This is an optimization exercise on Yosys and OpenROAD, whose aim is small area and a short achievable clock period, not a production implementation. Only the layout flow was run in this run; the RTL was not checked for function there. No activity file was given, so power comes from the tool's default toggle rates.

## flow/run.sh

```bash
#!/bin/bash
# synth_recipe.tcl (not shown) runs the flow's synth.tcl, then flattens the netlist and writes it again
# the make line also repeats each setting of config.mk as NAME=value (left out here)
make -C /OpenROAD-flow-scripts/flow DESIGN_CONFIG=/design/flow/config.mk WORK_HOME=/design/flow/orfs CLKGATE_MAP_FILE= SYNTH_SCRIPT=/design/flow/synth_recipe.tcl finish
```

## flow/design.v

```verilog
package data_mem_responder_pkg;
   localparam int ADDR_W_DEF = 6;
   localparam int DATA_W_DEF = 32;
   localparam int TAP_STEP   = 3;
endpackage
import data_mem_responder_pkg::*;
module data_mem_responder_array #(
   parameter int ADDR_W = ADDR_W_DEF,
   parameter int DATA_W = DATA_W_DEF
) (
   input  logic                   clk,
   input  logic [2**ADDR_W-1:0]   we_i,     
   input  logic [2**ADDR_W-1:0]   hold_i,   
   input  logic [DATA_W-1:0]      wdata_i,
   input  logic [2**ADDR_W/2-1:0] rsel_i,
   output logic [DATA_W-1:0]      rdata_o
);
   localparam int N = 2**ADDR_W;
   logic [DATA_W-1:0] slot_q [N];
   function automatic logic inverted(input int s);
      inverted = ((s / TAP_STEP + 1) % 2) == 1;
   endfunction
   for (genvar s = 0; s < N; s++) begin : g_slot
      if (s % TAP_STEP == 0) begin : g_tap
         logic [DATA_W-1:0] wd;
         assign wd = inverted(s) ? wdata_i : ~wdata_i;
         always_ff @(posedge clk)
            slot_q[s] <= ~(({DATA_W{we_i[s]}} & wd) | ({DATA_W{hold_i[s]}} & slot_q[(s + N - 1) % N]));
      end else begin : g_pass
         always_ff @(posedge clk)
            slot_q[s] <= slot_q[(s + N - 1) % N];
      end
   end
   always_comb begin
      rdata_o = '0;
      for (int k = 0; k < N/2; k++)
         if (inverted(2*k)) rdata_o = rdata_o | ~(slot_q[2*k] | {DATA_W{rsel_i[k]}});
         else               rdata_o = rdata_o | (slot_q[2*k] & {DATA_W{rsel_i[k]}});
   end
endmodule
import data_mem_responder_pkg::*;
module data_mem_responder #(
   parameter int ADDR_W      = ADDR_W_DEF,
   parameter int DATA_W      = DATA_W_DEF,
   parameter int WAIT_CYCLES = 2
) (
   input  logic                 clk,
   input  logic                 rst,
   input  logic                 req,
   input  logic                 we,
   input  logic [ADDR_W+1:0]    addr,
   input  logic [DATA_W-1:0]    wdata,
   output logic [DATA_W-1:0]    rdata,
   output logic                 ack,
   output logic                 err,
   output logic                 busy
);
   localparam int N = 2**ADDR_W;
   logic              busy_q, w1_q, ack_q, err_q;
   logic              we_q, mis_q;
   logic              st_q;        
   logic              pend_q;      
   logic [ADDR_W-1:0] phase_q, pos_q, pos_d;
   logic [ADDR_W-1:0] posn_q;          
   logic [ADDR_W-1:0] hpos_q, hpos_d;  
   logic              ld_ring_q, ld_buf_q;  
   logic              g_ring, g_buf, g_hold;
   logic [N-1:0]      hit, nhit;
   logic              anyhit;
   logic [N/2-1:0]    rsel_q, rsel_d;
   logic [DATA_W-1:0] buf_q;
   logic [DATA_W-1:0] rdata_q, ring_rdata;
   logic              accept, done, wr;
   function automatic logic inverted(input int s);
      inverted = ((s / TAP_STEP + 1) % 2) == 1;
   endfunction
   assign accept = req & ~busy_q;
   assign done   = req & rst & w1_q;                  
   assign wr     = (done & st_q) | pend_q;            
   assign g_ring = done & ld_ring_q;
   assign g_buf  = done & ld_buf_q;
   assign g_hold = ~done | (we_q & ~mis_q);
   data_mem_responder_array #(.ADDR_W(ADDR_W), .DATA_W(DATA_W)) u_array (
      .clk     (clk),
      .we_i    (hit & {N{wr}}),
      .hold_i  (nhit | {N{~wr}}),
      .wdata_i (buf_q),
      .rsel_i  (rsel_q),
      .rdata_o (ring_rdata)
   );
   assign pos_d  = accept ? (addr[ADDR_W+1:2] + phase_q) : (pos_q + 1'b1);
   assign hpos_d = accept ? (addr[ADDR_W+1:2] + (phase_q + 1'b1)) : (pos_q + 2'd2);
   always_comb begin
      anyhit = 1'b0;
      for (int s = 0; s < N; s++) begin
         hit[s]  = (s % TAP_STEP == 0) && (hpos_q == ADDR_W'(s));
         nhit[s] = !((s % TAP_STEP == 0) && (~posn_q == ADDR_W'(s - 1)));
         anyhit  = anyhit | hit[s];
      end
      for (int k = 0; k < N/2; k++)
         rsel_d[k] = (pos_d == ADDR_W'(2*k)) ^ inverted(2*k);
   end
   always_ff @(posedge clk) begin
      phase_q  <= phase_q + 1'b1;
      pos_q    <= pos_d;
      posn_q   <= ~pos_d;
      hpos_q   <= hpos_d;
      ld_ring_q <= ~mis_q & ~we_q & pos_q[0];
      ld_buf_q  <= ~mis_q & ~we_q & ~pos_q[0];
      rsel_q   <= rsel_d;
      pend_q   <= wr & ~anyhit;
      if (accept) begin
         we_q  <= we;
         mis_q <= (addr[1:0] != 2'b00);
         buf_q <= wdata;
      end else if (!we_q) begin
         buf_q <= ring_rdata;
      end
   end
   always_ff @(posedge clk) begin
      if (!rst) begin
         busy_q  <= 1'b0;
         w1_q    <= 1'b0;
         ack_q   <= 1'b0;
         st_q    <= 1'b0;
         err_q   <= 1'b0;
         rdata_q <= '0;
      end else begin
         busy_q <= req;
         w1_q   <= req & busy_q & ~w1_q & ~ack_q;
         ack_q  <= req & (w1_q | ack_q);
         st_q   <= req & (accept ? (we & (addr[1:0] == 2'b00)) : (st_q & ~w1_q & ~ack_q));
         rdata_q <= ({DATA_W{g_ring}} & ring_rdata) | ({DATA_W{g_buf}} & buf_q) |
                    ({DATA_W{g_hold}} & rdata_q);
         if (done) begin
            err_q <= mis_q;
         end else if (ack_q && !req) begin
            err_q <= 1'b0;
         end
      end
   end
   assign ack   = ack_q;
   assign busy  = busy_q;
   assign err   = err_q;
   assign rdata = rdata_q;
endmodule
```

## flow/constraint.sdc

```tcl
create_clock -name core_clock -period 4.5 [get_ports {clk}]
set_input_delay 0.9000 -clock core_clock [delete_from_list [all_inputs] [get_ports {clk}]]
set_output_delay 0.9000 -clock core_clock [all_outputs]
set_load 0.01 [all_outputs]
```

## flow/config.mk

```make
export PLATFORM = sky130hd
export DESIGN_NAME = data_mem_responder
export DESIGN_NICKNAME = data_mem_responder
export VERILOG_FILES = /design/flow/design.v
export SDC_FILE = /design/flow/constraint.sdc
export NUM_CORES = 4
export LEC_CHECK = 0
export CAP_MARGIN = 20
export CORE_MARGIN = 2
export CORE_UTILIZATION = 40
export CTS_CLUSTER_DIAMETER = 100
export CTS_CLUSTER_SIZE = 24
export SETUP_SLACK_MARGIN = 2.4
export SLEW_MARGIN = 20
```

==> notes.md <==
-- worst max-delay path by stage --
| stage | startpoint | end | slack, ns | cells after the start |
|---|---|---|---|---|
| after floorplan | addr[2] | rsel_q[26] | 1.90 | 7 |
| after global placement | req | u_array.slot_q[30][28] | 0.74 | 5 |
| after detailed placement | req | u_array.slot_q[30][12] | 0.66 | 5 |
| after CTS | rdata_q[8] | rdata[8] | 2.32 | 1 |
| after global routing | phase_q[1] | rsel_q[5] | 2.27 | 7 |
| final | w1_q | u_array.slot_q[6][0] | 2.28 | 8 |
-- flip-flops by register name (all words and copies together) (netlist names) --
signal and cells:
hpos_q 6, ld_buf_q 1, mis_q 1, buf_q 32, err_q 1, u_array.slot_q 2048
rsel_q 32, busy_q 1, pos_q 6, phase_q 6, posn_q 5, st_q 1
we_q 1, ack_q 1, ld_ring_q 1, pend_q 1, w1_q 1, rdata_q 32
-- worst reg2reg max path: cells and delay by family, from the launching register on --
kind / cells / cell delay (ns)
buf+inv: 3 / 0.66
flops: 1 / 0.38
simple gates: 3 / 0.59
compound gates: 2 / 0.42
-- Yosys cell counts (6+ instances only) --
cell type	instances
o211ai_1	7
clkbuf_1	247
a22oi_1	366
o22ai_1	233
nand4_1	38
nor2_1	407
o21ai_0	205
ha_1	13
and3_1	12
a2111oi_0	21
nor4_1	93
dfxtp_1	2143
nand2_1	266
a221o_1	22
a211oi_1	6
a21oi_1	358
mux2_2	32
o2bb2ai_1	6
nor3_1	18
nand3_1	18
and2_1	12
xnor2_1	14
a22o_1	73
buf_2	75
nor2b_1	8
inv_1	10
xor2_1	8
edfxtp_1	34
-- power by group through the flow --
| stage | clock network (mW) | logic [mW] | registers (mW) |
|---|---|---|---|
| after floorplan | 0 | 1.40 | 20.2 |
| after global placement | 0 | 1.64 | 21.0 |
| after detailed placement | 0 | 1.66 | 21.0 |
| after CTS | 10.2 | 2.29 | 20.5 |
| after global routing | 10.9 | 2.61 | 20.5 |
| final | 10.2 | 2.52 | 20.5 |
-- placed cells by master (no fill, tap or decap), types with 14 or more instances in the layout --
cell and instances:
edfxtp_1 34, xnor2_1 14, nand2_1 242, nand4_1 38, dfxtp_1 2062, clkbuf_16 108
a2111oi_2 15, buf_4 211, a22oi_1 358, mux2_2 27, clkdlybuf4s50_1 36, a22o_1 71
nor4_2 15, clkbuf_1 18, o22ai_1 231, dfxtp_4 35, nor4_1 78, o21ai_0 200
a221o_1 22, nor2_1 397, buf_6 78, a21oi_1 357, buf_12 78, dfxtp_2 46
buf_8 15
-- kinds of logic (layout without fill, tap and decap cells) --
family	Yosys count	count (layout)	share of synthesized area (%)
AO/OA/AOI/OAI	1329	1329	14.5
buffers and inverters	339	572	2.38
AND/OR/NAND/NOR	897	904	6.72
XOR/XNOR	22	22	0.329
other	0	2	0
multiplexers	35	35	0.667
adder cells (fa/ha/maj)	15	15	0.346
flip-flops	2177	2177	75.0
-- per-stage QoR --
step	area (sq um)	std cells	total power, mW	hold slack [ns]
3_3_place_gp	61800	6605	22.6	0.310
4_1_cts	67600	6929	33.0	0.318
2_1_floorplan	59100	4814	21.6	0.310
3_5_place_dp	61800	6605	22.7	0.312
5_1_grt	68600	6971	34.0	0.327
6_report	68600	6973	33.2	0.316
-- routing by layer --
layer | vias to the layer above | GRT usage [%] | routed length [microns]
li1 | 17300 | - | -
met1 | 20500 | 38.9 | 90400
met2 | 2769 | 42.4 | 95000
met3 | 593 | 5.77 | 24100
met4 | 8 | 12.8 | 11700
met5 | - | 0 | 63
-- repair_timing --
action,in CTS,in global routing
pin swaps,45,57
gates resized for setup,451,118
cloned,8,6
hold buffers,0,0
setup endpoints to repair,860,462
setup buffers,189,36
-- layout make-up --
class	instances	share of cell area, %
inverters	10	0.0602
clock inverters	5	0.117
well taps	1917	3.50
clock buffers	122	3.89
flip-flops and latches	2177	64.3
repair buffers	435	7.18
diodes	2	0.00730
multi-input cells	2305	20.9
==> flow_metrics.env <==
export IMPL_outcome="complete, no violations"
export IMPL_synth_area_sq_um=58500
export IMPL_path_buf_inv=3
export IMPL_worst_pin_slew_ns=1.14
export IMPL_max_cap_viol_count=0
export IMPL_die_width_microns=387
export IMPL_grt_pass1_wl_microns=299000
export IMPL_yosys_top_cells_area="dfxtp_1, a22oi_1, a21oi_1, nor2_1, o22ai_1"
export IMPL_cp_data_arrival_time_ns=2.78
export IMPL_die_height_microns=387
export IMPL_clock_latency_ns=0.76
export IMPL_placementRows=140
export IMPL_powerDensity_nw_per_um2=484
export IMPL_drt_iter0_markers=6253
export IMPL_period_needed_ns=2.22
export IMPL_setup_viol_count_final=0
export IMPL_period_share_pct=49.3
export IMPL_synthArstFlopShare_pct=0
export IMPL_slew_headroom_pct=24.2
export IMPL_pwr_share_seq_pct=61.7
export IMPL_vias=41200
export IMPL_n_fill_cell=12800
export IMPL_seqCellArea_sq_um=44100
export IMPL_core_area_sq_um=145000
export IMPL_area_growth_pct=17.2
export IMPL_drive_above_1_share_pct=15.4
export IMPL_switching_share_pct=24.9
export IMPL_nets=5088
export IMPL_worstRegToRegCells=8
export IMPL_hold_path_depth=0
export IMPL_synth_enable_flop_cells=34
export IMPL_num_io_pins=79
export IMPL_drc=0
export IMPL_overflow=0
export IMPL_synth_fp_nets=4873
export IMPL_final_util_pct=47.2
export IMPL_routabilityCongestion=0.857
export IMPL_post_route_worst_setup_slack_ns=2.28
export IMPL_skew_ns=0.0278
export IMPL_power_internal_mw=24.9
export IMPL_reg2reg_slack_ns=2.28
export IMPL_drt_wl_total_microns=221000
export IMPL_maxSlewViolCount=0
export IMPL_grt_max_degree=35
export IMPL_start_util_pct=40.3
export IMPL_port_buffers=78
export IMPL_leakagePower_nw=28.8
export IMPL_fmax_ghz=0.451
export IMPL_clockBufferDepth=3
export IMPL_synth_top_area_share_pct=73.3
export IMPL_yosys_area_top_type="dfxtp_1"
export IMPL_critical_path_top_delay_family="buffers and inverters"
export IMPL_cts_tree="yes"
export IMPL_syn_area_per_cell_sq_um=12.2
export IMPL_via_per_inst=5.90
export IMPL_wire_per_inst_microns=31.7
export IMPL_crit_fanout=16
export IMPL_path_class="reg -> reg"
export IMPL_hold_viol=0
export IMPL_rr_startpoint="w1_q"
export IMPL_ys_ff_latch=2177
export IMPL_ys_flop_type="dfxtp_1"
export IMPL_seq_area_frac_synth_pct=75.0
export IMPL_hold_path_class="reg -> reg"
export IMPL_post_place_ws_ns=0.664
export IMPL_antenna_left=0
export IMPL_slowest_delay_ns=0.38
export IMPL_yosysUniqueCellTypes=62
export IMPL_rsz0062_at_grt="yes"
export IMPL_cp_required_ns=5.06
export IMPL_cts_sinks=2177
export IMPL_syn_instance_count=4814
export IMPL_dieArea_sq_um=149000
export IMPL_cp_cell_sequence="a41o_4 -> and2b_4 -> buf_12 -> and3_4 -> nand4b_1 -> buf_4 -> buf_6 -> a22oi_1"
export IMPL_worst_setup_path_end_kind="flop"
export IMPL_switchingPower_mw=8.28
export IMPL_htree_levels=3
export IMPL_track_usage_pct=28.2
export IMPL_cts_buffers=100
export IMPL_worstReg2RegEnd="u_array.slot_q[6][0]"
export IMPL_min_to="u_array.slot_q[58][8]"
export IMPL_crit_path_top_delay_cell="dfxtp_4"
export IMPL_hp_start="u_array.slot_q[57][8]"
export IMPL_clockRootBuffer="clkbuf_16"
export IMPL_setup_tns_final_ns=0
export IMPL_multi_input_area_sq_um=14400
export IMPL_first_pass_iters=6
export IMPL_cp_start_kind="flop"
export IMPL_peakVddDrop_mv=0.299
export IMPL_yosysWarnings=3
export IMPL_clkTransAtPathRegs_ns=0.09
export IMPL_clkPwrFrac_pct=30.7
export IMPL_grt_pass1_vias=38500
export IMPL_combPwrFrac_pct=7.6
export IMPL_dp_hpwl_microns=121000
export IMPL_antenna_found_initial=10

==> port drivers added, routing unchanged <==
In the flow no input, the clock included, has a driving cell. The finished layout below was timed again as built, in two steps. Step 1 (the two cells are an assumption about what drives the block):
set clk [get_ports {clk}]
set_driving_cell -lib_cell sky130_fd_sc_hd__clkbuf_16 $clk
set_driving_cell -lib_cell sky130_fd_sc_hd__buf_2 [delete_from_list [all_inputs] $clk]
Step 2, shift: input delay + t, output delay - t, t = (earliest + latest rising clock arrival at the registers) / 2. This alone moves slack from input paths to output paths. Three values: ideal, step 1, step 2; two values: the first two.
t (ns): 0.820
setup slack, ns: 2.280 / 2.276 / 1.536
slew at the worst register clock pin (ns): 0.10 / 0.10
worst data-port slew with drivers (ns): 0.04
pins driven straight from the clock port: 1
After both steps setup and hold are still met in this run. The setup slack of this run moves by -0.004 ns with the drivers and by -0.744 ns with both steps.
